Source: an optimization exercise on an open RTL-to-GDS flow (aim: small area, a short achievable clock period and few clock cycles per item). Production flows keep margins and buffers that such runs may drop. Only simulation tests tie the RTL to the original design; equivalence was not proved. Power and IR drop assume default switching activity.

### flow/design.v
`timescale 1ns/1ps
module operand_banks (
    input  logic                clk,
    input  logic [13:0]         in_q,
    input  logic [7:0]          mwr,     
    input  logic                vwr,     
    output logic [14*8*8-1:0]   rings,   
    output logic [13:0]         vhead
);
    logic [13:0] mring [8][8];
    logic [13:0] vring [8];
    always_ff @(posedge clk) begin
        for (int r = 0; r < 8; r++) begin
            mring[r][0] <= mwr[r] ? in_q : mring[r][7];
            for (int p = 1; p < 8; p++) mring[r][p] <= mring[r][p - 1];
        end
        vring[0] <= vwr ? in_q : vring[7];
        for (int p = 1; p < 8; p++) vring[p] <= vring[p - 1];
    end
    always_comb begin
        for (int r = 0; r < 8; r++)
            for (int p = 0; p < 8; p++)
                rings[112 * r + 14 * p +: 14] = mring[r][p];
    end
    assign vhead = vring[0];
endmodule
`timescale 1ns/1ps
module mac_row (
    input  logic        clk,
    input  logic [6:0]  one,
    input  logic [6:0]  two,
    input  logic [6:0]  neg,
    input  logic [13:0] m,
    input  logic        first,
    output logic [27:0] acc_s,
    output logic [27:0] acc_c
);
    logic [14:0] me;
    logic [14:0] mx;
    logic [14:0] pp0, pp1, pp2, pp3, pp4, pp5, pp6;
    logic        keep_b;
    assign me = {m[13], m};
    assign mx = {m, 1'b0};
    assign pp0 = (({15{one[0]}} & me) | ({15{two[0]}} & mx)) ^ {15{neg[0]}};
    assign pp1 = (({15{one[1]}} & me) | ({15{two[1]}} & mx)) ^ {15{neg[1]}};
    assign pp2 = (({15{one[2]}} & me) | ({15{two[2]}} & mx)) ^ {15{neg[2]}};
    assign pp3 = (({15{one[3]}} & me) | ({15{two[3]}} & mx)) ^ {15{neg[3]}};
    assign pp4 = (({15{one[4]}} & me) | ({15{two[4]}} & mx)) ^ {15{neg[4]}};
    assign pp5 = (({15{one[5]}} & me) | ({15{two[5]}} & mx)) ^ {15{neg[5]}};
    assign pp6 = (({15{one[6]}} & me) | ({15{two[6]}} & mx)) ^ {15{neg[6]}};
    logic ah0;
    logic ak0;
    logic ah1;
    logic ak1;
    logic as2;
    logic ac2;
    logic ah3;
    logic ak3;
    logic as4;
    logic ac4;
    logic ah5;
    logic ak5;
    logic as6;
    logic ac6;
    logic as7;
    logic ac7;
    logic as8;
    logic ac8;
    logic ah9;
    logic ak9;
    logic as10;
    logic ac10;
    logic ah11;
    logic ak11;
    logic ah12;
    logic ak12;
    logic ah13;
    logic ak13;
    logic as14;
    logic ac14;
    logic ah15;
    logic ak15;
    logic as16;
    logic ac16;
    logic ah17;
    logic ak17;
    logic as18;
    logic ac18;
    logic as19;
    logic ac19;
    logic as20;
    logic ac20;
    logic as21;
    logic ac21;
    logic as22;
    logic ac22;
    logic as23;
    logic ac23;
    logic as24;
    logic ac24;
    logic as25;
    logic ac25;
    logic as26;
    logic ac26;
    logic as27;
    logic ac27;
    logic as28;
    logic ac28;
    logic as29;
    logic ac29;
    logic as30;
    logic ac30;
    logic as31;
    logic ac31;
    logic as32;
    logic ac32;
    logic as33;
    logic ac33;
    logic as34;
    logic ac34;
    logic as35;
    logic ac35;
    logic as36;
    logic ac36;
    logic ah37;
    logic ak37;
    logic as38;
    logic ac38;
    logic ah39;
    logic ak39;
    logic ah40;
    logic ak40;
    logic ah41;
    logic ak41;
    logic as42;
    logic ac42;
    logic as43;
    logic ac43;
    logic as44;
    logic ac44;
    logic as45;
    logic ac45;
    logic as46;
    logic ac46;
    logic as47;
    logic ac47;
    logic as48;
    logic ac48;
    logic as49;
    logic ac49;
    logic as50;
    logic ac50;
    logic as51;
    logic ac51;
    logic as52;
    logic ac52;
    logic as53;
    logic ac53;
    logic as54;
    logic ac54;
    logic as55;
    logic ac55;
    logic as56;
    logic ac56;
    logic as57;
    logic ac57;
    logic as58;
    logic ac58;
    logic ah59;
    logic ak59;
    logic as60;
    logic ac60;
    logic as61;
    logic ac61;
    logic as62;
    logic ac62;
    logic as63;
    logic ac63;
    logic as64;
    logic ac64;
    logic as65;
    logic ac65;
    logic as66;
    logic ac66;
    logic as67;
    logic ac67;
    logic as68;
    logic ac68;
    logic as69;
    logic ac69;
    logic as70;
    logic ac70;
    logic as71;
    logic ac71;
    ha aha0 (.a(neg[5]), .b(pp0[10]), .s(ah0), .co(ak0));
    ha aha1 (.a(pp0[11]), .b(pp1[9]), .s(ah1), .co(ak1));
    fa afa2 (.a(neg[6]), .b(pp0[12]), .c(pp1[10]), .s(as2), .co(ac2));
    ha aha3 (.a(pp2[8]), .b(pp3[6]), .s(ah3), .co(ak3));
    fa afa4 (.a(pp0[13]), .b(pp1[11]), .c(pp2[9]), .s(as4), .co(ac4));
    ha aha5 (.a(pp3[7]), .b(pp4[5]), .s(ah5), .co(ak5));
    assign as6 = 1'b1 ^ ~pp0[14] ^ pp1[12];
    assign ac6 = (1'b1 & ~pp0[14]) | (pp1[12] & (1'b1 ^ ~pp0[14]));
    fa afa7 (.a(pp2[10]), .b(pp3[8]), .c(pp4[6]), .s(as7), .co(ac7));
    assign as8 = 1'b1 ^ pp1[13] ^ pp2[11];
    assign ac8 = (1'b1 & pp1[13]) | (pp2[11] & (1'b1 ^ pp1[13]));
    ha aha9 (.a(pp3[9]), .b(pp4[7]), .s(ah9), .co(ak9));
    fa afa10 (.a(~pp1[14]), .b(pp2[12]), .c(pp3[10]), .s(as10), .co(ac10));
    assign ah11 = 1'b1 ^ pp2[13];
    assign ak11 = 1'b1 & pp2[13];
    ha aha12 (.a(neg[3]), .b(pp0[6]), .s(ah12), .co(ak12));
    ha aha13 (.a(pp0[7]), .b(pp1[5]), .s(ah13), .co(ak13));
    fa afa14 (.a(neg[4]), .b(pp0[8]), .c(pp1[6]), .s(as14), .co(ac14));
    ha aha15 (.a(pp2[4]), .b(pp3[2]), .s(ah15), .co(ak15));
    fa afa16 (.a(pp0[9]), .b(pp1[7]), .c(pp2[5]), .s(as16), .co(ac16));
    ha aha17 (.a(pp3[3]), .b(pp4[1]), .s(ah17), .co(ak17));
    fa afa18 (.a(pp1[8]), .b(pp2[6]), .c(pp3[4]), .s(as18), .co(ac18));
    fa afa19 (.a(pp4[2]), .b(pp5[0]), .c(ah0), .s(as19), .co(ac19));
    fa afa20 (.a(pp2[7]), .b(pp3[5]), .c(pp4[3]), .s(as20), .co(ac20));
    fa afa21 (.a(pp5[1]), .b(ak0), .c(ah1), .s(as21), .co(ac21));
    fa afa22 (.a(pp4[4]), .b(pp5[2]), .c(pp6[0]), .s(as22), .co(ac22));
    fa afa23 (.a(ak1), .b(as2), .c(ah3), .s(as23), .co(ac23));
    fa afa24 (.a(pp5[3]), .b(pp6[1]), .c(ac2), .s(as24), .co(ac24));
    fa afa25 (.a(ak3), .b(as4), .c(ah5), .s(as25), .co(ac25));
    fa afa26 (.a(pp5[4]), .b(pp6[2]), .c(ac4), .s(as26), .co(ac26));
    fa afa27 (.a(ak5), .b(as6), .c(as7), .s(as27), .co(ac27));
    fa afa28 (.a(pp5[5]), .b(pp6[3]), .c(ac6), .s(as28), .co(ac28));
    fa afa29 (.a(ac7), .b(as8), .c(ah9), .s(as29), .co(ac29));
    fa afa30 (.a(pp4[8]), .b(pp5[6]), .c(pp6[4]), .s(as30), .co(ac30));
    fa afa31 (.a(ac8), .b(ak9), .c(as10), .s(as31), .co(ac31));
    fa afa32 (.a(pp3[11]), .b(pp4[9]), .c(pp5[7]), .s(as32), .co(ac32));
    fa afa33 (.a(pp6[5]), .b(ac10), .c(ah11), .s(as33), .co(ac33));
    fa afa34 (.a(~pp2[14]), .b(pp3[12]), .c(pp4[10]), .s(as34), .co(ac34));
    fa afa35 (.a(pp5[8]), .b(pp6[6]), .c(ak11), .s(as35), .co(ac35));
    assign as36 = 1'b1 ^ pp3[13] ^ pp4[11];
    assign ac36 = (1'b1 & pp3[13]) | (pp4[11] & (1'b1 ^ pp3[13]));
    ha aha37 (.a(pp5[9]), .b(pp6[7]), .s(ah37), .co(ak37));
    fa afa38 (.a(~pp3[14]), .b(pp4[12]), .c(pp5[10]), .s(as38), .co(ac38));
    assign ah39 = 1'b1 ^ pp4[13];
    assign ak39 = 1'b1 & pp4[13];
    ha aha40 (.a(neg[2]), .b(pp0[4]), .s(ah40), .co(ak40));
    ha aha41 (.a(pp0[5]), .b(pp1[3]), .s(ah41), .co(ak41));
    fa afa42 (.a(pp1[4]), .b(pp2[2]), .c(pp3[0]), .s(as42), .co(ac42));
    fa afa43 (.a(pp2[3]), .b(pp3[1]), .c(ak12), .s(as43), .co(ac43));
    fa afa44 (.a(pp4[0]), .b(ak13), .c(as14), .s(as44), .co(ac44));
    fa afa45 (.a(ac14), .b(ak15), .c(as16), .s(as45), .co(ac45));
    fa afa46 (.a(ac16), .b(ak17), .c(as18), .s(as46), .co(ac46));
    fa afa47 (.a(ac18), .b(as20), .c(ac19), .s(as47), .co(ac47));
    fa afa48 (.a(ac20), .b(as22), .c(ac21), .s(as48), .co(ac48));
    fa afa49 (.a(ac22), .b(as24), .c(ac23), .s(as49), .co(ac49));
    fa afa50 (.a(ac24), .b(as26), .c(ac25), .s(as50), .co(ac50));
    fa afa51 (.a(ac26), .b(as28), .c(ac27), .s(as51), .co(ac51));
    fa afa52 (.a(as30), .b(ac28), .c(ac29), .s(as52), .co(ac52));
    fa afa53 (.a(ac30), .b(as32), .c(ac31), .s(as53), .co(ac53));
    fa afa54 (.a(ac32), .b(as34), .c(as35), .s(as54), .co(ac54));
    fa afa55 (.a(ac34), .b(as36), .c(ah37), .s(as55), .co(ac55));
    fa afa56 (.a(pp6[8]), .b(ac36), .c(ak37), .s(as56), .co(ac56));
    fa afa57 (.a(pp5[11]), .b(pp6[9]), .c(ac38), .s(as57), .co(ac57));
    fa afa58 (.a(~pp4[14]), .b(pp5[12]), .c(pp6[10]), .s(as58), .co(ac58));
    assign ah59 = 1'b1 ^ pp5[13];
    assign ak59 = 1'b1 & pp5[13];
    fa afa60 (.a(neg[1]), .b(pp0[2]), .c(pp1[0]), .s(as60), .co(ac60));
    fa afa61 (.a(pp0[3]), .b(pp1[1]), .c(ac60), .s(as61), .co(ac61));
    fa afa62 (.a(pp1[2]), .b(pp2[0]), .c(ah40), .s(as62), .co(ac62));
    fa afa63 (.a(pp2[1]), .b(ak40), .c(ah41), .s(as63), .co(ac63));
    fa afa64 (.a(ak41), .b(as42), .c(ah12), .s(as64), .co(ac64));
    fa afa65 (.a(ac42), .b(ah13), .c(as43), .s(as65), .co(ac65));
    fa afa66 (.a(as38), .b(as56), .c(ac55), .s(as66), .co(ac66));
    fa afa67 (.a(ah39), .b(ac56), .c(as57), .s(as67), .co(ac67));
    fa afa68 (.a(ak39), .b(as58), .c(ac57), .s(as68), .co(ac68));
    fa afa69 (.a(pp6[11]), .b(ac58), .c(ah59), .s(as69), .co(ac69));
    fa afa70 (.a(~pp5[14]), .b(pp6[12]), .c(ak59), .s(as70), .co(ac70));
    assign as71 = 1'b1 ^ pp6[13] ^ ac70;
    assign ac71 = (1'b1 & pp6[13]) | (ac70 & (1'b1 ^ pp6[13]));
    logic pa0_0;
    logic pa0_1;
    logic pa1_0;
    logic pa2_0;
    logic pa3_0;
    logic pa4_0;
    logic pa4_1;
    logic pa5_0;
    logic pa5_1;
    logic pa6_0;
    logic pa6_1;
    logic pa7_0;
    logic pa7_1;
    logic pa8_0;
    logic pa8_1;
    logic pa8_2;
    logic pa8_3;
    logic pa9_0;
    logic pa9_1;
    logic pa9_2;
    logic pa10_0;
    logic pa10_1;
    logic pa10_2;
    logic pa11_0;
    logic pa11_1;
    logic pa11_2;
    logic pa12_0;
    logic pa12_1;
    logic pa12_2;
    logic pa13_0;
    logic pa13_1;
    logic pa13_2;
    logic pa14_0;
    logic pa14_1;
    logic pa14_2;
    logic pa15_0;
    logic pa15_1;
    logic pa15_2;
    logic pa16_0;
    logic pa16_1;
    logic pa16_2;
    logic pa17_0;
    logic pa17_1;
    logic pa17_2;
    logic pa18_0;
    logic pa18_1;
    logic pa18_2;
    logic pa19_0;
    logic pa19_1;
    logic pa19_2;
    logic pa20_0;
    logic pa21_0;
    logic pa21_1;
    logic pa22_0;
    logic pa22_1;
    logic pa23_0;
    logic pa23_1;
    logic pa24_0;
    logic pa24_1;
    logic pa25_0;
    logic pa26_0;
    logic pa26_1;
    logic pa27_0;
    logic ar0_0, agn0_0;
    assign agn0_0 = ~(ar0_0 & keep_b);
    logic ar0_1, agn0_1;
    assign agn0_1 = ~(ar0_1 & keep_b);
    logic ar1_0, agn1_0;
    assign agn1_0 = ~(ar1_0 & keep_b);
    logic ar1_1, agn1_1;
    assign agn1_1 = ~(ar1_1 & keep_b);
    logic ar2_0, agn2_0;
    assign agn2_0 = ~(ar2_0 & keep_b);
    logic ar2_1, agn2_1;
    assign agn2_1 = ~(ar2_1 & keep_b);
    logic ar3_0, agn3_0;
    assign agn3_0 = ~(ar3_0 & keep_b);
    logic ar3_1, agn3_1;
    assign agn3_1 = ~(ar3_1 & keep_b);
    logic ar4_0, agn4_0;
    assign agn4_0 = ~(ar4_0 & keep_b);
    logic ar4_1, agn4_1;
    assign agn4_1 = ~(ar4_1 & keep_b);
    logic ar5_0, agn5_0;
    assign agn5_0 = ~(ar5_0 & keep_b);
    logic ar5_1, agn5_1;
    assign agn5_1 = ~(ar5_1 & keep_b);
    logic ar6_0, agn6_0;
    assign agn6_0 = ~(ar6_0 & keep_b);
    logic ar6_1, agn6_1;
    assign agn6_1 = ~(ar6_1 & keep_b);
    logic ar7_0, agn7_0;
    assign agn7_0 = ~(ar7_0 & keep_b);
    logic ar7_1, agn7_1;
    assign agn7_1 = ~(ar7_1 & keep_b);
    logic ar8_0, agn8_0;
    assign agn8_0 = ~(ar8_0 & keep_b);
    logic ar8_1, agn8_1;
    assign agn8_1 = ~(ar8_1 & keep_b);
    logic ar9_0, agn9_0;
    assign agn9_0 = ~(ar9_0 & keep_b);
    logic ar9_1, agn9_1;
    assign agn9_1 = ~(ar9_1 & keep_b);
    logic ar10_0, agn10_0;
    assign agn10_0 = ~(ar10_0 & keep_b);
    logic ar10_1, agn10_1;
    assign agn10_1 = ~(ar10_1 & keep_b);
    logic ar11_0, agn11_0;
    assign agn11_0 = ~(ar11_0 & keep_b);
    logic ar11_1, agn11_1;
    assign agn11_1 = ~(ar11_1 & keep_b);
    logic ar12_0, agn12_0;
    assign agn12_0 = ~(ar12_0 & keep_b);
    logic ar12_1, agn12_1;
    assign agn12_1 = ~(ar12_1 & keep_b);
    logic ar13_0, agn13_0;
    assign agn13_0 = ~(ar13_0 & keep_b);
    logic ar13_1, agn13_1;
    assign agn13_1 = ~(ar13_1 & keep_b);
    logic ar14_0, agn14_0;
    assign agn14_0 = ~(ar14_0 & keep_b);
    logic ar14_1, agn14_1;
    assign agn14_1 = ~(ar14_1 & keep_b);
    logic ar15_0, agn15_0;
    assign agn15_0 = ~(ar15_0 & keep_b);
    logic ar15_1, agn15_1;
    assign agn15_1 = ~(ar15_1 & keep_b);
    logic ar16_0, agn16_0;
    assign agn16_0 = ~(ar16_0 & keep_b);
    logic ar16_1, agn16_1;
    assign agn16_1 = ~(ar16_1 & keep_b);
    logic ar17_0, agn17_0;
    assign agn17_0 = ~(ar17_0 & keep_b);
    logic ar17_1, agn17_1;
    assign agn17_1 = ~(ar17_1 & keep_b);
    logic ar18_0, agn18_0;
    assign agn18_0 = ~(ar18_0 & keep_b);
    logic ar18_1, agn18_1;
    assign agn18_1 = ~(ar18_1 & keep_b);
    logic ar19_0, agn19_0;
    assign agn19_0 = ~(ar19_0 & keep_b);
    logic ar19_1, agn19_1;
    assign agn19_1 = ~(ar19_1 & keep_b);
    logic ar20_0, agn20_0;
    assign agn20_0 = ~(ar20_0 & keep_b);
    logic ar20_1, agn20_1;
    assign agn20_1 = ~(ar20_1 & keep_b);
    logic ar21_0, agn21_0;
    assign agn21_0 = ~(ar21_0 & keep_b);
    logic ar21_1, agn21_1;
    assign agn21_1 = ~(ar21_1 & keep_b);
    logic ar22_0, agn22_0;
    assign agn22_0 = ~(ar22_0 & keep_b);
    logic ar22_1, agn22_1;
    assign agn22_1 = ~(ar22_1 & keep_b);
    logic ar23_0, agn23_0;
    assign agn23_0 = ~(ar23_0 & keep_b);
    logic ar23_1, agn23_1;
    assign agn23_1 = ~(ar23_1 & keep_b);
    logic ar24_0, agn24_0;
    assign agn24_0 = ~(ar24_0 & keep_b);
    logic ar24_1, agn24_1;
    assign agn24_1 = ~(ar24_1 & keep_b);
    logic ar25_0, agn25_0;
    assign agn25_0 = ~(ar25_0 & keep_b);
    logic ar25_1, agn25_1;
    assign agn25_1 = ~(ar25_1 & keep_b);
    logic ar26_0, agn26_0;
    assign agn26_0 = ~(ar26_0 & keep_b);
    logic ar26_1, agn26_1;
    assign agn26_1 = ~(ar26_1 & keep_b);
    logic ar27_0, agn27_0;
    assign agn27_0 = ~(ar27_0 & keep_b);
    logic ar27_1, agn27_1;
    assign agn27_1 = ~(ar27_1 & keep_b);
    logic bs0;
    logic bc0;
    logic bs1;
    logic bc1;
    logic bs2;
    logic bc2;
    logic bs3;
    logic bc3;
    logic bs4;
    logic bc4;
    logic bs5;
    logic bc5;
    logic bs6;
    logic bc6;
    logic bs7;
    logic bc7;
    logic bs8;
    logic bc8;
    logic bs9;
    logic bc9;
    logic bs10;
    logic bc10;
    logic bs11;
    logic bc11;
    logic bh12;
    logic bk12;
    logic bs13;
    logic bc13;
    logic bh14;
    logic bk14;
    logic bh15;
    logic bk15;
    logic bs16;
    logic bc16;
    logic bs17;
    logic bc17;
    logic bs18;
    logic bc18;
    logic bs19;
    logic bc19;
    logic bs20;
    logic bc20;
    logic bs21;
    logic bc21;
    logic bs22;
    logic bc22;
    logic bs23;
    logic bc23;
    logic bs24;
    logic bc24;
    logic bs25;
    logic bc25;
    logic bs26;
    logic bc26;
    logic bs27;
    logic bc27;
    logic bs28;
    logic bc28;
    logic bs29;
    logic bc29;
    logic bs30;
    logic bc30;
    logic bs31;
    logic bc31;
    logic bs32;
    logic bc32;
    logic bs33;
    logic bc33;
    logic bs34;
    logic bc34;
    logic bs35;
    logic bc35;
    logic bs36;
    logic bc36;
    logic bh37;
    logic bk37;
    logic bs38;
    logic bc38;
    logic bh39;
    logic bk39;
    logic bh40;
    logic bk40;
    logic bs41;
    logic bc41;
    logic bs42;
    logic bc42;
    logic bs43;
    logic bc43;
    logic bs44;
    logic bc44;
    logic bs45;
    logic bc45;
    logic bs46;
    logic bc46;
    logic bs47;
    logic bc47;
    logic bs48;
    logic bc48;
    logic bs49;
    logic bc49;
    logic bs50;
    logic bc50;
    logic bs51;
    logic bc51;
    logic bs52;
    logic bc52;
    logic bs53;
    logic bc53;
    logic bs54;
    logic bc54;
    logic bs55;
    logic bc55;
    logic bs56;
    logic bc56;
    logic bs57;
    logic bc57;
    logic bs58;
    logic bc58;
    logic bs59;
    logic bc59;
    logic bs60;
    logic bc60;
    logic bs61;
    logic bc61;
    logic bs62;
    logic bc62;
    logic bs63;
    logic bc63;
    logic bs64;
    logic bc64;
    logic bs65;
    logic bc65;
    logic bs66;
    logic bc66;
    logic bs67;
    logic bc67;
    fa bfa0 (.a(pa8_0), .b(pa8_1), .c(pa8_2), .s(bs0), .co(bc0));
    fa bfa1 (.a(pa9_0), .b(pa9_1), .c(pa9_2), .s(bs1), .co(bc1));
    fa bfa2 (.a(pa10_0), .b(pa10_1), .c(pa10_2), .s(bs2), .co(bc2));
    fa bfa3 (.a(pa11_0), .b(pa11_1), .c(pa11_2), .s(bs3), .co(bc3));
    fa bfa4 (.a(pa12_0), .b(pa12_1), .c(pa12_2), .s(bs4), .co(bc4));
    fa bfa5 (.a(pa13_0), .b(pa13_1), .c(pa13_2), .s(bs5), .co(bc5));
    fa bfa6 (.a(pa14_0), .b(pa14_1), .c(pa14_2), .s(bs6), .co(bc6));
    fa bfa7 (.a(pa15_0), .b(pa15_1), .c(pa15_2), .s(bs7), .co(bc7));
    fa bfa8 (.a(pa16_0), .b(pa16_1), .c(pa16_2), .s(bs8), .co(bc8));
    fa bfa9 (.a(pa17_0), .b(pa17_1), .c(pa17_2), .s(bs9), .co(bc9));
    fa bfa10 (.a(pa18_0), .b(pa18_1), .c(pa18_2), .s(bs10), .co(bc10));
    fa bfa11 (.a(pa19_0), .b(pa19_1), .c(pa19_2), .s(bs11), .co(bc11));
    ha bha12 (.a(pa0_0), .b(pa0_1), .s(bh12), .co(bk12));
    assign bs13 = 1'b1 ^ pa1_0 ^ agn1_0;
    assign bc13 = (1'b1 & pa1_0) | (agn1_0 & (1'b1 ^ pa1_0));
    ha bha14 (.a(pa2_0), .b(agn2_0), .s(bh14), .co(bk14));
    ha bha15 (.a(pa3_0), .b(agn3_0), .s(bh15), .co(bk15));
    fa bfa16 (.a(pa4_0), .b(pa4_1), .c(agn4_0), .s(bs16), .co(bc16));
    fa bfa17 (.a(pa5_0), .b(pa5_1), .c(agn5_0), .s(bs17), .co(bc17));
    fa bfa18 (.a(pa6_0), .b(pa6_1), .c(agn6_0), .s(bs18), .co(bc18));
    fa bfa19 (.a(pa7_0), .b(pa7_1), .c(agn7_0), .s(bs19), .co(bc19));
    fa bfa20 (.a(pa8_3), .b(agn8_0), .c(agn8_1), .s(bs20), .co(bc20));
    fa bfa21 (.a(agn9_0), .b(agn9_1), .c(bc0), .s(bs21), .co(bc21));
    fa bfa22 (.a(agn10_0), .b(agn10_1), .c(bc1), .s(bs22), .co(bc22));
    fa bfa23 (.a(agn11_0), .b(agn11_1), .c(bc2), .s(bs23), .co(bc23));
    fa bfa24 (.a(agn12_0), .b(agn12_1), .c(bc3), .s(bs24), .co(bc24));
    fa bfa25 (.a(agn13_0), .b(agn13_1), .c(bc4), .s(bs25), .co(bc25));
    fa bfa26 (.a(agn14_0), .b(agn14_1), .c(bc5), .s(bs26), .co(bc26));
    fa bfa27 (.a(agn15_0), .b(agn15_1), .c(bc6), .s(bs27), .co(bc27));
    fa bfa28 (.a(agn16_0), .b(agn16_1), .c(bc7), .s(bs28), .co(bc28));
    fa bfa29 (.a(agn17_0), .b(agn17_1), .c(bc8), .s(bs29), .co(bc29));
    fa bfa30 (.a(agn18_0), .b(agn18_1), .c(bc9), .s(bs30), .co(bc30));
    fa bfa31 (.a(agn19_0), .b(agn19_1), .c(bc10), .s(bs31), .co(bc31));
    fa bfa32 (.a(pa20_0), .b(agn20_0), .c(agn20_1), .s(bs32), .co(bc32));
    fa bfa33 (.a(pa21_0), .b(pa21_1), .c(agn21_0), .s(bs33), .co(bc33));
    fa bfa34 (.a(pa22_0), .b(pa22_1), .c(agn22_0), .s(bs34), .co(bc34));
    fa bfa35 (.a(pa23_0), .b(pa23_1), .c(agn23_0), .s(bs35), .co(bc35));
    fa bfa36 (.a(pa24_0), .b(pa24_1), .c(agn24_0), .s(bs36), .co(bc36));
    ha bha37 (.a(pa25_0), .b(agn25_0), .s(bh37), .co(bk37));
    fa bfa38 (.a(pa26_0), .b(pa26_1), .c(agn26_0), .s(bs38), .co(bc38));
    ha bha39 (.a(pa27_0), .b(agn27_0), .s(bh39), .co(bk39));
    ha bha40 (.a(agn0_0), .b(agn0_1), .s(bh40), .co(bk40));
    fa bfa41 (.a(agn1_1), .b(bk12), .c(bs13), .s(bs41), .co(bc41));
    fa bfa42 (.a(agn2_1), .b(bc13), .c(bh14), .s(bs42), .co(bc42));
    fa bfa43 (.a(agn3_1), .b(bk14), .c(bh15), .s(bs43), .co(bc43));
    fa bfa44 (.a(agn4_1), .b(bk15), .c(bs16), .s(bs44), .co(bc44));
    fa bfa45 (.a(agn5_1), .b(bc16), .c(bs17), .s(bs45), .co(bc45));
    fa bfa46 (.a(agn6_1), .b(bc17), .c(bs18), .s(bs46), .co(bc46));
    fa bfa47 (.a(agn7_1), .b(bc18), .c(bs19), .s(bs47), .co(bc47));
    fa bfa48 (.a(bc19), .b(bs20), .c(bs0), .s(bs48), .co(bc48));
    fa bfa49 (.a(bc20), .b(bs1), .c(bs21), .s(bs49), .co(bc49));
    fa bfa50 (.a(bs2), .b(bc21), .c(bs22), .s(bs50), .co(bc50));
    fa bfa51 (.a(bs3), .b(bc22), .c(bs23), .s(bs51), .co(bc51));
    fa bfa52 (.a(bs4), .b(bc23), .c(bs24), .s(bs52), .co(bc52));
    fa bfa53 (.a(bs5), .b(bc24), .c(bs25), .s(bs53), .co(bc53));
    fa bfa54 (.a(bs6), .b(bc25), .c(bs26), .s(bs54), .co(bc54));
    fa bfa55 (.a(bs7), .b(bc26), .c(bs27), .s(bs55), .co(bc55));
    fa bfa56 (.a(bs8), .b(bc27), .c(bs28), .s(bs56), .co(bc56));
    fa bfa57 (.a(bs9), .b(bc28), .c(bs29), .s(bs57), .co(bc57));
    fa bfa58 (.a(bs10), .b(bc29), .c(bs30), .s(bs58), .co(bc58));
    fa bfa59 (.a(bs11), .b(bc30), .c(bs31), .s(bs59), .co(bc59));
    fa bfa60 (.a(bc11), .b(bs32), .c(bc31), .s(bs60), .co(bc60));
    fa bfa61 (.a(agn21_1), .b(bc32), .c(bs33), .s(bs61), .co(bc61));
    fa bfa62 (.a(agn22_1), .b(bc33), .c(bs34), .s(bs62), .co(bc62));
    fa bfa63 (.a(agn23_1), .b(bc34), .c(bs35), .s(bs63), .co(bc63));
    fa bfa64 (.a(agn24_1), .b(bc35), .c(bs36), .s(bs64), .co(bc64));
    fa bfa65 (.a(agn25_1), .b(bc36), .c(bh37), .s(bs65), .co(bc65));
    fa bfa66 (.a(agn26_1), .b(bk37), .c(bs38), .s(bs66), .co(bc66));
    fa bfa67 (.a(agn27_1), .b(bc38), .c(bh39), .s(bs67), .co(bc67));
    assign acc_s = {ar27_0, ar26_0, ar25_0, ar24_0, ar23_0, ar22_0, ar21_0, ar20_0, ar19_0, ar18_0, ar17_0, ar16_0, ar15_0, ar14_0, ar13_0, ar12_0, ar11_0, ar10_0, ar9_0, ar8_0, ar7_0, ar6_0, ar5_0, ar4_0, ar3_0, ar2_0, ar1_0, ar0_0};
    assign acc_c = {ar27_1, ar26_1, ar25_1, ar24_1, ar23_1, ar22_1, ar21_1, ar20_1, ar19_1, ar18_1, ar17_1, ar16_1, ar15_1, ar14_1, ar13_1, ar12_1, ar11_1, ar10_1, ar9_1, ar8_1, ar7_1, ar6_1, ar5_1, ar4_1, ar3_1, ar2_1, ar1_1, ar0_1};
    always_ff @(posedge clk) begin
        keep_b <= ~first;
        pa0_0 <= neg[0];
        pa0_1 <= pp0[0];
        pa1_0 <= pp0[1];
        pa2_0 <= as60;
        pa3_0 <= as61;
        pa4_0 <= ac61;
        pa4_1 <= as62;
        pa5_0 <= ac62;
        pa5_1 <= as63;
        pa6_0 <= ac63;
        pa6_1 <= as64;
        pa7_0 <= ac64;
        pa7_1 <= as65;
        pa8_0 <= ah15;
        pa8_1 <= ac43;
        pa8_2 <= as44;
        pa8_3 <= ac65;
        pa9_0 <= ah17;
        pa9_1 <= ac44;
        pa9_2 <= as45;
        pa10_0 <= ac45;
        pa10_1 <= as46;
        pa10_2 <= as19;
        pa11_0 <= ac46;
        pa11_1 <= as21;
        pa11_2 <= as47;
        pa12_0 <= as23;
        pa12_1 <= ac47;
        pa12_2 <= as48;
        pa13_0 <= as25;
        pa13_1 <= ac48;
        pa13_2 <= as49;
        pa14_0 <= as27;
        pa14_1 <= ac49;
        pa14_2 <= as50;
        pa15_0 <= as29;
        pa15_1 <= ac50;
        pa15_2 <= as51;
        pa16_0 <= as31;
        pa16_1 <= ac51;
        pa16_2 <= as52;
        pa17_0 <= as33;
        pa17_1 <= ac52;
        pa17_2 <= as53;
        pa18_0 <= ac33;
        pa18_1 <= ac53;
        pa18_2 <= as54;
        pa19_0 <= ac35;
        pa19_1 <= as55;
        pa19_2 <= ac54;
        pa20_0 <= as66;
        pa21_0 <= ac66;
        pa21_1 <= as67;
        pa22_0 <= ac67;
        pa22_1 <= as68;
        pa23_0 <= ac68;
        pa23_1 <= as69;
        pa24_0 <= ac69;
        pa24_1 <= as70;
        pa25_0 <= as71;
        pa26_0 <= ~pp6[14];
        pa26_1 <= ac71;
        pa27_0 <= 1'b1;
        ar0_0 <= bh40;
        ar0_1 <= bh12;
        ar1_0 <= bs41;
        ar1_1 <= bk40;
        ar2_0 <= bs42;
        ar2_1 <= bc41;
        ar3_0 <= bs43;
        ar3_1 <= bc42;
        ar4_0 <= bs44;
        ar4_1 <= bc43;
        ar5_0 <= bs45;
        ar5_1 <= bc44;
        ar6_0 <= bs46;
        ar6_1 <= bc45;
        ar7_0 <= bs47;
        ar7_1 <= bc46;
        ar8_0 <= bs48;
        ar8_1 <= bc47;
        ar9_0 <= bs49;
        ar9_1 <= bc48;
        ar10_0 <= bs50;
        ar10_1 <= bc49;
        ar11_0 <= bs51;
        ar11_1 <= bc50;
        ar12_0 <= bs52;
        ar12_1 <= bc51;
        ar13_0 <= bs53;
        ar13_1 <= bc52;
        ar14_0 <= bs54;
        ar14_1 <= bc53;
        ar15_0 <= bs55;
        ar15_1 <= bc54;
        ar16_0 <= bs56;
        ar16_1 <= bc55;
        ar17_0 <= bs57;
        ar17_1 <= bc56;
        ar18_0 <= bs58;
        ar18_1 <= bc57;
        ar19_0 <= bs59;
        ar19_1 <= bc58;
        ar20_0 <= bs60;
        ar20_1 <= bc59;
        ar21_0 <= bs61;
        ar21_1 <= bc60;
        ar22_0 <= bs62;
        ar22_1 <= bc61;
        ar23_0 <= bs63;
        ar23_1 <= bc62;
        ar24_0 <= bs64;
        ar24_1 <= bc63;
        ar25_0 <= bs65;
        ar25_1 <= bc64;
        ar26_0 <= bs66;
        ar26_1 <= bc65;
        ar27_0 <= bs67;
        ar27_1 <= bc66;
    end
endmodule
module fa (
    input  logic a,
    input  logic b,
    input  logic c,
    output logic s,
    output logic co
);
    assign s  = a ^ b ^ c;
    assign co = (a & b) | (c & (a ^ b));
endmodule
module ha (
    input  logic a,
    input  logic b,
    output logic s,
    output logic co
);
    assign s  = a ^ b;
    assign co = a & b;
endmodule
`timescale 1ns/1ps
module result_fifo (
    input  logic        clk,
    input  logic        reset,
    input  logic        in_valid,
    input  logic [27:0] in_data,
    input  logic        output_ready,
    output logic        output_valid,
    output logic [27:0] output_data,
    output logic        empty
);
    localparam int N = 11;
    logic [27:0] q [N];
    logic [3:0]  cnt;
    logic [3:0]  old_pos;      
    logic        o_v;
    logic [27:0] o_d;
    logic        o_free, take, bypass, wr;
    logic [3:0]  cnt_n;
    assign o_free = !o_v || output_ready;
    assign take   = o_free && !empty && (old_pos == 4'(N - 1));
    assign bypass = in_valid && empty && o_free;
    assign wr     = in_valid && !bypass;
    assign cnt_n  = take ? (wr ? cnt : cnt - 4'd1) : (wr ? cnt + 4'd1 : cnt);
    assign output_valid = o_v;
    assign output_data  = o_d;
    always_ff @(posedge clk) begin
        q[0] <= wr ? in_data : q[N - 1];
        for (int i = 1; i < N; i++) q[i] <= q[i - 1];
        o_d <= (o_d & {28{!(take || bypass)}}) | (q[N - 1] & {28{take}})
             | (in_data & {28{bypass && !take}});
        if (reset) begin
            o_v     <= 1'b0;
            cnt     <= 4'd0;
            empty   <= 1'b1;
            old_pos <= 4'd0;
        end else begin
            o_v <= take || bypass || (o_v && !output_ready);
            cnt   <= cnt_n;
            empty <= !wr && (empty || (take && cnt == 4'd1));
            if (take)
                old_pos <= (cnt > 4'd1) ? 4'(N - 1) : 4'd0;
            else if (empty || old_pos == 4'(N - 1))
                old_pos <= 4'd0;
            else
                old_pos <= old_pos + 4'd1;
        end
    end
endmodule
`timescale 1ns/1ps
module matvec_top (
    input  logic        clk,
    input  logic        reset,
    input  logic        input_valid,
    output logic        input_ready,
    input  logic [13:0] input_data,
    input  logic        new_matrix,
    output logic        output_valid,
    input  logic        output_ready,
    output logic [27:0] output_data
);
    logic [2:0] ph;
    always_ff @(posedge clk) begin
        if (reset) ph <= 3'd0;
        else       ph <= ph + 3'd1;
    end
    logic        rdy_q;
    logic        acc_in;
    logic        ld_open, ld_mat;
    logic [5:0]  wcnt;
    logic        guar;
    logic        ld_open_n, ld_mat_n, guar_n, rdy_n;
    logic [5:0]  wcnt_n;
    logic        is_mword, is_vword;
    logic [13:0] in_q;
    logic [7:0]  mwr_q;
    logic        vwr_q;
    logic        win_run;    
    assign input_ready = rdy_q;
    assign acc_in = input_valid & rdy_q;
    always_comb begin
        ld_open_n = ld_open;
        ld_mat_n  = ld_mat;
        wcnt_n    = wcnt;
        is_mword  = 1'b0;
        is_vword  = 1'b0;
        if (acc_in) begin
            if (ld_open ? new_matrix : ld_mat) begin
                is_mword  = 1'b1;
                ld_open_n = 1'b0;
                ld_mat_n  = (wcnt != 6'd63);
                wcnt_n    = wcnt + 6'd1;
            end else begin
                is_vword  = 1'b1;
                ld_open_n = (wcnt[2:0] == 3'd7);
                ld_mat_n  = 1'b0;
                wcnt_n    = {3'd0, wcnt[2:0] + 3'd1};
            end
        end
        guar_n = (acc_in && ld_open) ? 1'b0 : (guar | (ld_open_n & win_run));
        rdy_n = ((ph + 3'd1) == wcnt_n[2:0]) && (!ld_open_n || guar_n);
    end
    always_ff @(posedge clk) begin
        if (reset) begin
            ld_open <= 1'b1;
            ld_mat  <= 1'b0;
            wcnt    <= 6'd0;
            guar    <= 1'b1;
            rdy_q   <= 1'b1;
            mwr_q   <= 8'd0;
            vwr_q   <= 1'b0;
        end else begin
            ld_open <= ld_open_n;
            ld_mat  <= ld_mat_n;
            wcnt    <= wcnt_n;
            guar    <= guar_n;
            rdy_q   <= rdy_n;
            mwr_q   <= is_mword ? (8'd1 << wcnt[5:3]) : 8'd0;
            vwr_q   <= is_vword;
        end
        in_q <= input_data;
    end
    logic [14*8*8-1:0] taps;    
    logic [13:0]       vhead;
    operand_banks operand_banks_i (
        .clk   (clk),
        .in_q  (in_q),
        .mwr   (mwr_q),
        .vwr   (vwr_q),
        .rings (taps),
        .vhead (vhead)
    );
    logic [2:0] col;
    logic       win_start;
    logic [7:0] vv;             
    logic       run_q, good_q;
    logic       run_now, good_now, col_ok, done;
    logic       commit;
    logic       pend_final;     
    logic       ring_empty;
    assign win_start = (col == 3'd0);
    assign commit    = ring_empty;
    assign run_now   = win_start ? (commit && vv[0]) : run_q;
    assign good_now  = win_start ? 1'b1 : good_q;
    assign col_ok    = run_now && good_now && vv[0];
    assign done      = col_ok && (col == 3'd7);
    assign win_run   = run_now;
    always_ff @(posedge clk) begin
        if (reset) col <= 3'd6;
        else       col <= col + 3'd1;
    end
    always_ff @(posedge clk) begin
        if (reset) begin
            vv         <= 8'd0;
            run_q      <= 1'b0;
            good_q     <= 1'b0;
            pend_final <= 1'b0;
        end else begin
            vv         <= {vv[6:0] & {7{!done}}, vwr_q | (vv[7] & !done)};
            run_q      <= run_now;
            good_q     <= good_now && vv[0];
            if (done)
                pend_final <= 1'b1;
            else if (win_start && commit)
                pend_final <= 1'b0;
        end
    end
    logic [20:0] enc_n;
    logic [20:0] enc [8];
    logic [7:0]  first_d;
    logic [8:0]  mv_d;         
    always_comb begin
        for (int k = 0; k < 7; k++) begin
            logic b2, b1, b0;
            b2 = vhead[2 * k + 1];
            b1 = vhead[2 * k];
            b0 = (k == 0) ? 1'b0 : vhead[2 * k - 1];
            enc_n[k]      = b1 ^ b0;                                   
            enc_n[7 + k]  = (b2 & ~b1 & ~b0) | (~b2 & b1 & b0);        
            enc_n[14 + k] = b2 & ~(b1 & b0);                           
            if (!col[0]) enc_n[14 + k] = enc_n[14 + k] ^ (enc_n[k] | enc_n[7 + k]);
        end
        if (!col_ok) enc_n = '0;
    end
    always_ff @(posedge clk) begin
        enc[0] <= enc_n;
        for (int r = 1; r < 8; r++) enc[r] <= enc[r - 1];
        if (reset) begin
            first_d <= 8'd0;
            mv_d    <= 9'd0;
        end else begin
            first_d <= {first_d[6:0], win_start && commit};
            mv_d    <= {mv_d[7:0], win_start && commit && pend_final};
        end
    end
    logic [27:0] acc_s [8];
    logic [27:0] acc_c [8];
    for (genvar r = 0; r < 8; r++) begin : g_row
        mac_row mac_i (
            .clk   (clk),
            .one   (enc[r][6:0]),
            .two   (enc[r][13:7]),
            .neg   (enc[r][20:14]),
            .m     (taps[112 * r + 14 * ((r + 1) % 8) +: 14]),
            .first (first_d[r]),
            .acc_s (acc_s[r]),
            .acc_c (acc_c[r])
        );
    end
    logic [14:0] f_lo;
    logic [13:0] f_hs, f_hc;
    logic        f_v;
    logic [27:0] sel_s, sel_c;
    always_comb begin
        sel_s = '0;
        sel_c = '0;
        for (int r = 0; r < 8; r++) begin
            sel_s = sel_s | (acc_s[r] & {28{mv_d[r + 1]}});
            sel_c = sel_c | (acc_c[r] & {28{mv_d[r + 1]}});
        end
    end
    always_ff @(posedge clk) begin
        f_lo <= {1'b0, sel_s[13:0]} + {1'b0, sel_c[13:0]};
        f_hs <= sel_s[27:14];
        f_hc <= sel_c[27:14];
        if (reset) f_v <= 1'b0;
        else       f_v <= |mv_d[8:1];
    end
    result_fifo result_fifo_i (
        .clk          (clk),
        .reset        (reset),
        .in_valid     (f_v),
        .in_data      ({f_hs + f_hc + {13'd0, f_lo[14]}, f_lo[13:0]}),
        .output_ready (output_ready),
        .output_valid (output_valid),
        .output_data  (output_data),
        .empty        (ring_empty)
    );
endmodule
### flow/run.sh
#!/bin/bash
# synth_recipe.tcl (not shown) runs the flow's synth.tcl, then flattens the netlist and writes it again
# the make line also repeats each setting of config.mk as NAME=value (left out here)
make -C /OpenROAD-flow-scripts/flow DESIGN_CONFIG=/design/flow/config.mk WORK_HOME=/design/flow/orfs CLKGATE_MAP_FILE= SYNTH_SCRIPT=/design/flow/synth_recipe.tcl finish
### flow/config.mk
export PLATFORM = sky130hd
export DESIGN_NAME = matvec_top
export DESIGN_NICKNAME = matvec_top
export VERILOG_FILES = /design/flow/design.v
export SDC_FILE = /design/flow/constraint.sdc
export NUM_CORES = 4
export LEC_CHECK = 0
export CAP_MARGIN = 20
export CORE_MARGIN = 2
export CORE_UTILIZATION = 70
export CTS_CLUSTER_DIAMETER = 100
export CTS_CLUSTER_SIZE = 30
export SETUP_SLACK_MARGIN = 4.5
export SLEW_MARGIN = 20
export SYNTH_HIERARCHICAL = 1
### flow/constraint.sdc
create_clock -name core_clock -period 7.0 [get_ports {clk}]
set_input_delay 1.4000 -clock core_clock [delete_from_list [all_inputs] [get_ports {clk}]]
set_output_delay 1.4000 -clock core_clock [all_outputs]
set_load 0.01 [all_outputs]
==> metrics.md, run 1 <==
| Metric | Value |
|---|---|
| Status | `no timing/DRC/antenna violations` |
| Die area | `148300 um2` |
| Top-Level Pins | `49` |
| Antenna violations before repair | `31` |
| Fmax | `0.3744 GHz` |
| Die X | `385.1 um` |
| FFs w/ async S/R, synth | `0%` |
| Worst Setup Start Kind | `register` |
| Synthesized flop and latch total | `2585` |
| Pin count of the biggest net entering global routing | `57` |
| Fin cells | `9134` |
| Slowest CP cell | `dfxtp_2` |
| Maximum fanout along the worst path | `2` |
| Maxcap violations | `0` |
| CTS Sinks | `2585` |
| Critical path's top delay family | `flip-flops` |
| Netlist cell types | `71` |
| CP bufs+invs | `1` |
| Clock buffer count from CTS | `96` |
| Hold crit path type | `register to register` |
| Layout cells sized above 1 | `10.39%` |
| GRT Max-Usage Layer | `met2` |
| CP required | `5600 ps` |
| Clk root buf | `clkbuf_16` |
| Final nets | `8371` |
| Syn nets | `8988` |
| Stages on worst setup path | `1` |
| Slew HR | `24.75%` |
| Row cnt | `139` |
| Total wire length | `264000 um` |
| Routed vias/inst | `6.175` |
| FF-to-FF path depth | `11` |
| Worst r2r dst | `f_lo[12]` |
| FF-to-FF setup slack | `4360 ps` |
| Worst skew pair latency | `800 ps` |
| Remaining global-route overflow | `0` |
| Vias in the first global route | `57680` |
| Critical Path Max Stage Delay | `380 ps` |
| Period utilization | `38.16%` |
| Setup tns final | `0 ps` |
| Number of synthesized flops with an enable pin | `0` |
| Slew Viols, Final | `0` |
| Post-synthesis sequential area ratio | `50.90%` |
| DRC Markers | `0` |
| CTS tree | `yes` |
| Wire per inst | `28.90 um` |
| RSZ-0062 raised after global routing | `yes` |
| Syn. warnings | `17` |
| CP arrival | `1270 ps` |
| Met2 Resource Use GR | `52.92%` |
| GPL Wtd Cong | `0.9944` |
| Mapped Cells | `7827` |
| CP Launch Point | `result_fifo_i.o_d[18]` |
| Crit path time final | `2671 ps` |
| Initial drt markers | `6705` |
| DP HPWL | `185200 um` |
| Gr usage total | `36.09%` |
| M1 GR Usage | `50.45%` |
| Crit path cell chain | `buf_6` |
| Critical Path End | `output_data[18]` |
| Htree depth | `3` |
| Worst Tran Pin Value | `1127 ps` |
| Clock skew | `53.19 ps` |
| Syn-to-layout area delta | `1.589%` |
| Core area | `143800 um2` |
| Main synth FF type | `dfxtp_1` |
| Hold_buf cts | `0` |
| Die Y | `385.1 um` |
| Worst-path clk slew | `110 ps` |
| Drt pass-1 iters | `7` |
| Clk buf depth | `3` |
| Reg2reg start | `mv_d[7]` |
| Syn avg cell area | `12.99 um2` |
| Critical path class | `register to output pin` |
| Fill cells | `9723` |
| CP Capture Type | `output pin` |
| Port Buffers | `48` |
| Initial Util | `70.69%` |
| Global-route met3 utilization | `9.424%` |
| First-pass GRT wire length | `389000 um` |
| Pleak | `41.49 nW` |
| Max IR drop VDD | `0.3531 mV` |
| Final hold violation count | `0` |
| Cell Pwr Density | `280.0 nW/um2` |
| Final setup viols | `0` |
| Netlist Area Pre-Place | `101700 um2` |
| Vias | `56400` |
| Final ANT Viol Nets | `0` |
| Cells after DPL | `8958` |
[what timing repair did]
action | in CTS | in global routing
endpoints found under the hold margin | 0 | 0
setup buffers | 26 | 18
cloned | 12 | 1
endpoints found under the setup margin | 256 | 177
gates resized for setup | 432 | 157
pin swaps | 15 | 22
[worst min path at each step]
stage                                        from                            end  slack [ps]  depth (start not counted)
floorplan             operand_banks_i.mring[9][0]   operand_banks_i.mring[10][0]         310                          0
global placement    operand_banks_i.mring[12][12]  operand_banks_i.mring[13][12]         310                          0
detailed placement    operand_banks_i.mring[2][5]    operand_banks_i.mring[3][5]         310                          0
CTS                  operand_banks_i.mring[54][6]   operand_banks_i.mring[55][6]         300                          0
global route        operand_banks_i.mring[40][12]  operand_banks_i.mring[41][12]         310                          0
finish               operand_banks_i.mring[54][6]   operand_banks_i.mring[55][6]         290                          0
[logic make-up (layout without fill, tap and decap cells)]
logic type                 Yosys count  in the layout  share of synthesized area, %
other                                8             19                       0.02954
DFF                               2585           2585                         50.90
and+or+nand+nor                    812            812                         3.470
buffers and inverters             1044            436                         6.873
muxes                              158            158                         1.750
adders and majority gates         1142           1142                         20.81
xor gates and xnor gates           894            894                         7.701
AOI/OAI and AO/OA                 1184           1185                         8.469
[layer usage]
layer / share of wire [%] / wire, um / vias up
met3: 11 / 27960 / 617
met5: 0.095 / 250 / -
li1: - / - / 24100
met1: 40 / 106700 / 28620
met2: 43 / 114700 / 3036
met4: 5.4 / 14270 / 34
[cells in the final DEF (no fill, tap or decap), types with 12 or more instances in the layout]
cell type / instances
dfxtp_1: 2342
a22oi_1: 959
fa_1: 913
xnor2_1: 763
nand2_1: 573
ha_1: 217
mux2_2: 145
dfxtp_2: 130
inv_1: 129
xor2_1: 127
buf_4: 116
dfxtp_4: 113
clkbuf_16: 97
o21ai_0: 83
nor2_1: 66
nand4_1: 57
a21oi_1: 42
buf_6: 40
nor2b_1: 27
a22oi_2: 23
and2_1: 19
clkdlybuf4s50_1: 17
a21o_1: 13
nand2b_1: 12
[sequential cells by signal (all words and copies together), names as in the netlist, 9 cells and up]
register	flops
operand_banks_i.mring	896
result_fifo_i.q	308
enc	168
operand_banks_i.vring	112
result_fifo_i.o_d	28
f_lo	15
f_hc	14
f_hs	14
in_q	14
mv_d	9
[report_power, final]
group	leakage [nW]	total, mW	switching [mW]	internal, mW
sequential	21.2	18.2	2.05	16.2
clock	1.28	6.98	4.39	2.58
combinational	19.0	3.70	2.00	1.70
total	41.5	28.9	8.44	20.5
[synth_stat cells (4+ instances only)]
cell type  number  share of area [%]
ha_1          227                2.8
clkbuf_4        8              0.059
and2_1         19               0.12
inv_1         131               0.48
buf_2         151               0.74
or2_2           4              0.025
nor3b_1         8              0.059
conb_1          8              0.030
nand4_1        57               0.35
nor3_1          9              0.044
buf_4         611                4.5
nand2_1       573                2.1
mux2_2        145                1.6
a22oi_1       981                7.2
buf_1          16              0.059
and3_1          9              0.055
xnor2_1       766                6.6
dfxtp_1      2585                 51
o21a_1          5              0.037
nand3_1         8              0.039
mux2_1          9               0.10
a21o_1         13              0.096
xor2_1        128                1.1
a211oi_1        7              0.052
fa_1          915                 18
a221oi_1        6              0.052
o2bb2ai_1       6              0.052
clkbuf_1       52               0.19
nand2b_1       12              0.074
o21ai_0        93               0.46
buf_6          74               0.82
a21oi_1        45               0.22
nor2b_1        27               0.17
nor2_1         69               0.25
[Yosys stat by module, one instance, submodules excluded]
module         area [um2]  flip-flops and latches  copies in the design  cells inside
fa                  20.02                       0                   912             1
ha                  12.51                       0                   144             1
mac_row              5162                     119                     8           511
matvec_top          10480                     279                     1          1018
operand_banks       21700                    1008                     1          1143
result_fifo          8139                     346                     1           522
[through the flow]
stage	setup slack (ps)	util, %	hold slack [ps]	total power, mW	instance area, um2
2_1_floorplan	4509	-	309.6	21.31	101700
3_3_place_gp	3101	68.68	309.5	21.84	98780
3_5_place_dp	3021	68.68	312.1	22.14	98780
4_1_cts	4277	71.36	303.9	29.00	102600
5_1_grt	4252	71.80	308.3	30.17	103300
6_report	4329	71.81	287.2	28.92	103300
[layout make-up]
cell class | instances | area (um2) | area share, %
clock inverter | 9 | 215.2 | 0.2084
sequential | 2585 | 52340 | 50.67
multi-input combinational | 4199 | 43310 | 41.93
clock buffer | 99 | 2424 | 2.346
tap | 1903 | 2381 | 2.305
timing repair buffer | 197 | 2102 | 2.035
antenna | 11 | 27.53 | 0.02665
inverter | 131 | 495.5 | 0.4797
Testbench counts, summed over its fixed seeds: cycles 8,304, items 4,096.
==> run 2: changes to the inputs <==
--- a/flow/config.mk
+++ b/flow/config.mk
@@ -10,6 +10,6 @@
 export CORE_UTILIZATION = 70
 export CTS_CLUSTER_DIAMETER = 100
 export CTS_CLUSTER_SIZE = 30
-export SETUP_SLACK_MARGIN = 4.5
+export SETUP_SLACK_MARGIN = 4.7
 export SLEW_MARGIN = 20
 export SYNTH_HIERARCHICAL = 1
==> run 2 against run 1 <==
Compared with the run above: critical path depth did not move; sequential cell count did not move; combinational power rose by 2%; cell count rose by 3.9%; worst hold slack improved by 28 ps; sequential power barely moved; power rose by 0.40%.
==> metrics.md, run 2 <==
| Metric | Value |
|---|---|
| Status | `no timing/DRC/antenna violations (unchanged)` |
| Die area | `148300 um2 (unchanged)` |
| Wire per inst | `28.93 um (was 28.90 um)` |
| Most common library cell in the layout ignoring fill and taps | `dfxtp_1 (unchanged)` |
| Initial drt markers | `6903 (was 6705)` |
| Final hold violation count | `0 (unchanged)` |
| Register share of total power | `62.7% (was 63.1%)` |
| Syn-to-layout area delta | `5.869% (was 1.589%)` |
| Final ANT Viol Nets | `0 (unchanged)` |
| Number of synthesized flops with an enable pin | `0 (unchanged)` |
| Clk pwr share | `24.3% (was 24.1%)` |
| Remaining global-route overflow | `0 (unchanged)` |
| Netlist cell types | `71 (unchanged)` |
| Area contributors post-synth | `dfxtp_1 51%, fa_1 18%, a22oi_1 7.2% (unchanged)` |
| CP Capture Type | `output pin (unchanged)` |
| Vias | `58500 (was 56400)` |
| Crit path cell chain | `buf_6 (unchanged)` |
| Critical path's top delay family | `flip-flops (unchanged)` |
| Slowest CP cell | `dfxtp_4 (was dfxtp_2)` |
| Setup tns final | `0 ps (unchanged)` |
| Hold_buf cts | `0 (unchanged)` |
| Drt pass-1 iters | `8 (was 7)` |
| Antenna violations before repair | `37 (was 31)` |
| Internal | `20.56 mW (was 20.47 mW)` |
| Hold crit path type | `register to register (unchanged)` |
| Final WS setup | `4329 ps (about the same)` |
| Fmax | `0.3744 GHz (about the same)` |
| Vias in the first global route | `58270 (was 57680)` |
| Mapped Cells | `7827 (unchanged)` |
| Part of the power in combinational logic | `13.0% (was 12.8%)` |
| Reg2reg start | `mv_d[4] (was mv_d[7])` |
| Slew HR | `22.09% (was 24.75%)` |
| Row cnt | `139 (unchanged)` |
| GPL Wtd Cong | `0.9984 (was 0.9944)` |
| Leading cell types in the layout, fill and taps excluded | `2293 x dfxtp_1, 870 x a22oi_1, 859 x fa_1, 743 x xnor2_1, 572 x nand2_1 (was 2342 x dfxtp_1, 959 x a22oi_1, 913 x fa_1, 763 x xnor2_1, 573 x nand2_1)` |
| Pleak | `43.66 nW (was 41.49 nW)` |
| Final setup viols | `0 (unchanged)` |
| Layout cells sized above 1 | `17.94% (was 10.39%)` |
| Critical path class | `register to output pin (unchanged)` |
| Total wire length | `274500 um (was 264000 um)` |
| Main synth FF type | `dfxtp_1 (unchanged)` |
| Die X | `385.1 um (unchanged)` |
| Critical Path Max Stage Delay | `380 ps (about the same)` |
| Period utilization | `38.16% (about the same)` |
| DP HPWL | `185000 um (was 185200 um)` |
| Cell Pwr Density | `269.7 nW/um2 (was 280.0 nW/um2)` |
| CTS Sinks | `2585 (unchanged)` |
| First-pass GRT wire length | `395100 um (was 389000 um)` |
| Reg with most FFs | `operand_banks_i.mring (unchanged)` |
| Top cells by count, synth | `2585 x dfxtp_1, 981 x a22oi_1, 915 x fa_1 (unchanged)` |
| Crit path time final | `2671 ps (about the same)` |
| CP bufs+invs | `1 (unchanged)` |
| Syn nets | `8988 (unchanged)` |
| Top-Level Pins | `49 (unchanged)` |
| DRC Markers | `0 (unchanged)` |
| Sw frac | `29.17% (was 29.19%)` |
| Die Y | `385.1 um (unchanged)` |
| Worst Setup Start Kind | `register (unchanged)` |
| Pin count of the biggest net entering global routing | `59 (was 57)` |
| CP required | `5600 ps (about the same)` |
| CP arrival | `1270 ps (about the same)` |
| Maximum fanout along the worst path | `2 (unchanged)` |
| Max reg flops | `896 (unchanged)` |
| Final nets | `8720 (was 8371)` |
| Synthesized flop and latch total | `2585 (unchanged)` |
| Syn avg cell area | `12.99 um2 (unchanged)` |
| Netlist Area Pre-Place | `101700 um2 (unchanged)` |
| Hold path cells | `0 (unchanged)` |
| Pwr Total | `29.03 mW (was 28.92 mW)` |
| Slew Viols, Final | `0 (unchanged)` |
| Clock buffer count from CTS | `97 (was 96)` |
| Switch Pwr | `8.468 mW (was 8.441 mW)` |
| RSZ-0062 raised after global routing | `yes (unchanged)` |
| Post-synthesis sequential area ratio | `50.90% (unchanged)` |
| Gr usage total | `36.79% (was 36.09%)` |
| Worst-path clk slew | `110 ps (about the same)` |
| Hold Path Origin | `operand_banks_i.mring[60][10] (was operand_banks_i.mring[54][6])` |
| Clock skew | `32.18 ps (was 53.19 ps)` |
| Initial Util | `70.69% (unchanged)` |
| Htree depth | `3 (unchanged)` |
| Max IR drop VDD | `0.3523 mV (was 0.3531 mV)` |
| DP Worst Slack | `3191 ps (was 3021 ps)` |
| Most frequent cell after synthesis | `dfxtp_1 (unchanged)` |
| Worst skew pair latency | `780 ps (was 800 ps)` |
| CTS tree | `yes (unchanged)` |
| Worst r2r dst | `f_lo[13] (was f_lo[12])` |
| Port Buffers | `48 (unchanged)` |
| Clk root buf | `clkbuf_16 (unchanged)` |
| Syn. warnings | `17 (unchanged)` |
| Worst Tran Pin Value | `1167 ps (was 1127 ps)` |
| Biggest regs | `operand_banks_i.mring: 896 flops, result_fifo_i.q: 308 flops, enc: 168 flops (unchanged)` |
| FF-to-FF path depth | `9 (was 11)` |
| Fin Hold WS | `315.6 ps (was 287.2 ps)` |
| Maxcap violations | `0 (unchanged)` |
| Hold EP | `operand_banks_i.mring[61][10] (was operand_banks_i.mring[55][6])` |
| FFs w/ async S/R, synth | `0% (unchanged)` |
| Routed vias/inst | `6.165 (was 6.175)` |
| FF-to-FF setup slack | `4380 ps (was 4360 ps)` |
| Clk buf depth | `3 (unchanged)` |
| Yosys top cell by area | `dfxtp_1 (unchanged)` |
| Synth top area share | `50.90% (unchanged)` |
| Core area | `143800 um2 (unchanged)` |
==> run 2: cell types whose count changed in the layout (fill, tap and decap cells not counted), sizes merged <==
cell	delta
and3	+1
buf	+342
a21boi	-1
bufbuf	-4
bufinv	+1
inv	+2
diode	+3
clkbuf	+10
==> run 2: worst max path at each step <==
stage	cells after the start	endpoint	from	slack [ps]
finish	1	output_data[19]	result_fifo_i.o_d[19]	4330
global route	1	output_data[19]	result_fifo_i.o_d[19]	4280
CTS	1	output_data[19]	result_fifo_i.o_d[19]	4270
detailed placement	7	result_fifo_i.o_d[2]	output_ready	3190
global placement	7	result_fifo_i.o_d[4]	output_ready	3230
floorplan	6	result_fifo_i.o_d[17]	output_ready	4630
==> run 2: Yosys stat by module (local to each module, per instance) <==
module         flip-flops and latches  times used  cells
mac_row                           119           8    511
result_fifo                       346           1    522
operand_banks                    1008           1   1143
fa                                  0         912      1
ha                                  0         144      1
matvec_top                        279           1   1018
==> run 2: power by group through the flow <==
| stage | clock network (mW) | registers [mW] | logic (mW) |
|---|---|---|---|
| 6_report | 7.04 | 18.2 | 3.79 |
| 5_1_grt | 7.61 | 18.2 | 4.50 |
| 2_1_floorplan | 0 | 17.1 | 4.25 |
| 3_5_place_dp | 0 | 18.5 | 3.68 |
| 3_3_place_gp | 0 | 18.5 | 3.37 |
| 4_1_cts | 7.14 | 18.1 | 3.77 |
==> run 2: what timing repair did <==
| item | in CTS | in global routing |
|---|---|---|
| gates cloned | 14 | 2 |
| setup buffers | 208 | 187 |
| pin swaps | 58 | 128 |
| resized for setup | 760 | 259 |
| endpoints found under the setup margin | 488 | 189 |
==> run 2: per-layer routing <==
layer	routed length, um	GRT usage [%]	vias to the layer above	share of wire, %
met5	277	0.5198	-	0.10
met4	16780	18.28	38	6.1
met3	30830	10.34	754	11
met2	117800	53.49	3362	43
met1	108800	50.81	29520	40
li1	-	-	24820	-
==> run 2: layout make-up <==
| cell class | count | area (um2) |
|---|---|---|
| Inverter | 131 | 498.0 |
| Tap cell | 1903 | 2381 |
| Antenna cell | 14 | 35.03 |
| Fill cell | 9186 | 36190 |
| Clock inverter | 12 | 241.5 |
| Timing Repair Buffer | 545 | 5172 |
| Sequential cell | 2585 | 52560 |
| Clock buffer | 99 | 2456 |
| Multi-Input combinational cell | 4199 | 44300 |
==> run 2: stage by stage <==
stage                     instances  area, um2  utilization [%]
after floorplan                7827     101900                -
after global placement         8951      98780            68.68
after global routing           9484     107600            74.83
after CTS                      9285     105100            73.08
final                          9488     107600            74.84
after detailed placement       8952      98810            68.70
==> run 2: cells by family after synthesis <==
logic type | after synthesis | synth area share (%)
AO/OA/AOI/OAI | 1184 | 8.469
XOR/XNOR | 894 | 7.701
adder cells (fa/ha/maj) | 1142 | 20.81
buffers and inverters | 1044 | 6.873
flip-flops | 2585 | 50.90
multiplexers | 158 | 1.750
other | 8 | 0.02954
AND/OR/NAND/NOR | 812 | 3.470
==> run 3: changes to the inputs <==
--- a/flow/config.mk
+++ b/flow/config.mk
@@ -7,9 +7,9 @@
 export LEC_CHECK = 0
 export CAP_MARGIN = 20
 export CORE_MARGIN = 2
-export CORE_UTILIZATION = 70
+export CORE_UTILIZATION = 80
 export CTS_CLUSTER_DIAMETER = 100
-export CTS_CLUSTER_SIZE = 30
-export SETUP_SLACK_MARGIN = 4.7
+export CTS_CLUSTER_SIZE = 25
+export SETUP_SLACK_MARGIN = 4.5
 export SLEW_MARGIN = 20
 export SYNTH_HIERARCHICAL = 1
==> run 3 against run 2 <==
Compared with the run above: still clean on timing, DRC and antenna; critical path depth stayed put; worst setup slack worse by 41 ps; utilization is 7.4 points higher; design area is 3.8% lower; register-to-register slack better by 30 ps; synthesized cell count stayed put; cell count is 6.0% lower; first-iteration DRC count is 21% higher; non-clock buffer count is 356 lower; critical path type unchanged; largest power group unchanged; highest routed layer unchanged.
==> metrics.md, run 3 <==
| Metric | Value |
|---|---|
| Max reg flops | `896 (unchanged)` |
| Hold path cells | `0 (unchanged)` |
| Final nets | `8382 (was 8720)` |
| Row cnt | `130 (was 139)` |
| Maximum fanout along the worst path | `2 (unchanged)` |
| Post-synthesis sequential area ratio | `50.90% (unchanged)` |
| Vias | `59540 (was 58500)` |
| Worst Tran Pin Value | `1288 ps (was 1167 ps)` |
| Htree depth | `3 (unchanged)` |
| Max IR drop VDD | `0.3065 mV (was 0.3523 mV)` |
| Syn nets | `8988 (unchanged)` |
| Top cells by count, synth | `2585 x dfxtp_1, 981 x a22oi_1, 915 x fa_1 (unchanged)` |
| Netlist Area Pre-Place | `101700 um2 (unchanged)` |
| Stages on worst setup path | `1 (unchanged)` |
| Placed Area | `98310 um2 (was 98810 um2)` |
| Leading cell types in the layout, fill and taps excluded | `2324 x dfxtp_1, 958 x a22oi_1, 912 x fa_1, 761 x xnor2_1, 572 x nand2_1 (was 2293 x dfxtp_1, 870 x a22oi_1, 859 x fa_1, 743 x xnor2_1, 572 x nand2_1)` |
| Total wire length | `277200 um (was 274500 um)` |
| Number of synthesized flops with an enable pin | `0 (unchanged)` |
| Core area | `125900 um2 (was 143800 um2)` |
| DRC Markers | `0 (unchanged)` |
| FFs w/ async S/R, synth | `0% (unchanged)` |
| Status | `no timing/DRC/antenna violations (unchanged)` |
| Port Buffers | `48 (unchanged)` |
| Die X | `360.5 um (was 385.1 um)` |
| Final hold violation count | `0 (unchanged)` |
| Vias in the first global route | `60850 (was 58270)` |
| Final Cell Area | `103500 um2 (was 107600 um2)` |
| Cell Pwr Density | `285.3 nW/um2 (was 269.7 nW/um2)` |
| Slowest CP cell | `dfxtp_4 (unchanged)` |
| CP required | `5600 ps (about the same)` |
| Top-Level Pins | `49 (unchanged)` |
| Initial drt markers | `8345 (was 6903)` |
| Worst Setup Start Kind | `register (unchanged)` |
| Initial Util | `80.76% (was 70.69%)` |
| Slew Viols, Final | `0 (unchanged)` |
| Netlist cell types | `71 (unchanged)` |
| Crit path time final | `2712 ps (was 2671 ps)` |
| Clk root buf | `clkbuf_16 (unchanged)` |
| Pleak | `41.68 nW (was 43.66 nW)` |
| Hold_buf cts | `0 (unchanged)` |
| Yosys top cell by area | `dfxtp_1 (unchanged)` |
| Main synth FF type | `dfxtp_1 (unchanged)` |
| Reg with most FFs | `operand_banks_i.mring (unchanged)` |
| Maxcap violations | `0 (unchanged)` |
| Worst skew pair latency | `820 ps (was 780 ps)` |
| Setup tns final | `0 ps (unchanged)` |
| Die Y | `360.5 um (was 385.1 um)` |
| Slew HR | `14.02% (was 22.09%)` |
| CP bufs+invs | `1 (unchanged)` |
| Synthesized flop and latch total | `2585 (unchanged)` |
| Area contributors post-synth | `dfxtp_1 51%, fa_1 18%, a22oi_1 7.2% (unchanged)` |
| Synth top area share | `50.90% (unchanged)` |
| RSZ-0062 raised after global routing | `yes (unchanged)` |
| Worst-path clk slew | `100 ps (was 110 ps)` |
| Syn-to-layout area delta | `1.800% (was 5.869%)` |
| Critical path class | `register to output pin (unchanged)` |
| Critical Path Max Stage Delay | `390 ps (was 380 ps)` |
| CTS tree | `yes (unchanged)` |
| Pin count of the biggest net entering global routing | `59 (unchanged)` |
| Die area | `130000 um2 (was 148300 um2)` |
| Clock buffer count from CTS | `113 (was 97)` |
| Layout cells sized above 1 | `10.90% (was 17.94%)` |
| Period utilization | `38.75% (was 38.16%)` |
| Routed vias/inst | `6.678 (was 6.165)` |
| CP arrival | `1310 ps (was 1270 ps)` |
| Biggest regs | `operand_banks_i.mring: 896 flops, result_fifo_i.q: 308 flops, enc: 168 flops (unchanged)` |
| Wire per inst | `31.09 um (was 28.93 um)` |
| Clk buf depth | `3 (unchanged)` |
| Critical path's top delay family | `flip-flops (unchanged)` |
| Final setup viols | `0 (unchanged)` |
| Most frequent cell after synthesis | `dfxtp_1 (unchanged)` |
| Clock skew | `67.47 ps (was 32.18 ps)` |
| Syn avg cell area | `12.99 um2 (unchanged)` |
| Most common library cell in the layout ignoring fill and taps | `dfxtp_1 (unchanged)` |
| Final ANT Viol Nets | `0 (unchanged)` |
| Remaining global-route overflow | `0 (unchanged)` |
| GPL Wtd Cong | `0.9924 (was 0.9984)` |
| Drt pass-1 iters | `9 (was 8)` |
| FF-to-FF path depth | `11 (was 9)` |
| First-pass GRT wire length | `404100 um (was 395100 um)` |
| Antenna violations before repair | `35 (was 37)` |
| Hold crit path type | `register to register (unchanged)` |
| Mapped Cells | `7827 (unchanged)` |
| Crit path cell chain | `buf_6 (unchanged)` |
| Syn. warnings | `17 (unchanged)` |
| CTS Sinks | `2585 (unchanged)` |
| CP Capture Type | `output pin (unchanged)` |
| Fmax | `0.3687 GHz (was 0.3744 GHz)` |
| DP HPWL | `185000 um (about the same)` |
| Gr usage total | `42.57% (was 36.79%)` |
[run 3: report_power, final]
group	switching [mW]	leakage, nW	internal, mW
sequential	1.98	21.2	16.2
combinational	2.15	19.0	1.76
clock	4.51	1.47	2.93
total	8.65	41.7	20.9
[run 3: area by class of cell]
class	instances	area (um2)
Multi-Input combinational cell	4201	43380
Inverter	131	495.5
Antenna cell	38	95.09
Clock inverter	9	196.4
Tap cell	1650	2064
Clock buffer	113	2828
Sequential cell	2585	52390
Fill cell	6594	22390
Timing Repair Buffer	189	2052
[run 3: metrics by stage]
| stage | hold slack [ps] | setup WS (ps) | total power, mW | cells | utilization [%] |
|---|---|---|---|---|---|
| after floorplan | 309.6 | 4509 | 21.31 | 7827 | - |
| after global placement | 309.5 | 3031 | 21.74 | 8684 | 78.08 |
| after detailed placement | 312.1 | 2903 | 22.14 | 8684 | 78.09 |
| after CTS | 280.4 | 4263 | 29.40 | 8850 | 81.45 |
| after global routing | 300.9 | 4260 | 30.64 | 8883 | 82.15 |
| final | 290.6 | 4288 | 29.53 | 8916 | 82.21 |
[run 3: repair_timing]
item                       in CTS  in global routing
setup endpoints to repair     279                195
gates cloned                   12                  5
buffers inserted               32                 23
pin swaps                      12                 20
gates resized for setup       439                181
hold endpoints to repair        0                  0
[run 3: Yosys stat by module (local to each module, per instance)]
module	cell area [um2]	cells
mac_row	5162	511
operand_banks	21700	1143
fa	20.02	1
ha	12.51	1
matvec_top	10480	1018
result_fifo	8139	522
[run 3: routing by layer]
layer | track usage, % | share of wire (%) | up-vias
met5 | 0 | 0.035 | -
met4 | 24.43 | 6.9 | 14
met3 | 11.45 | 12 | 1006
met2 | 63.05 | 44 | 4482
met1 | 57.20 | 36 | 29880
li1 | - | - | 24160
[run 3: kinds of logic after synthesis]
group                    after synthesis  share of synthesized area (%)
AND/OR/NAND/NOR                      812                          3.470
multiplexers                         158                          1.750
buffers and inverters               1044                          6.873
XOR/XNOR                             894                          7.701
AO/OA/AOI/OAI                       1184                          8.469
adder cells (fa/ha/maj)             1142                          20.81
other                                  8                        0.02954
flip-flops                          2585                          50.90
[run 3: final timing paths]
kind	startpoint	to	slack (ps)
setup / recovery	result_fifo_i.o_d[20]	output_data[20]	4290
setup reg to reg	mv_d[5]	f_lo[12]	4410
hold reg to reg	operand_banks_i.mring[16][8]	operand_banks_i.mring[17][8]	290
hold / removal	operand_banks_i.mring[16][8]	operand_banks_i.mring[17][8]	290

Setup slack of run 3, layout unchanged: 4.288 ns with ideal ports, 4.200 ns with driving cells assumed (clock clkbuf_16, inputs buf_2), 3.673 ns with port delays also shifted by the 0.866 ns mid clock arrival.
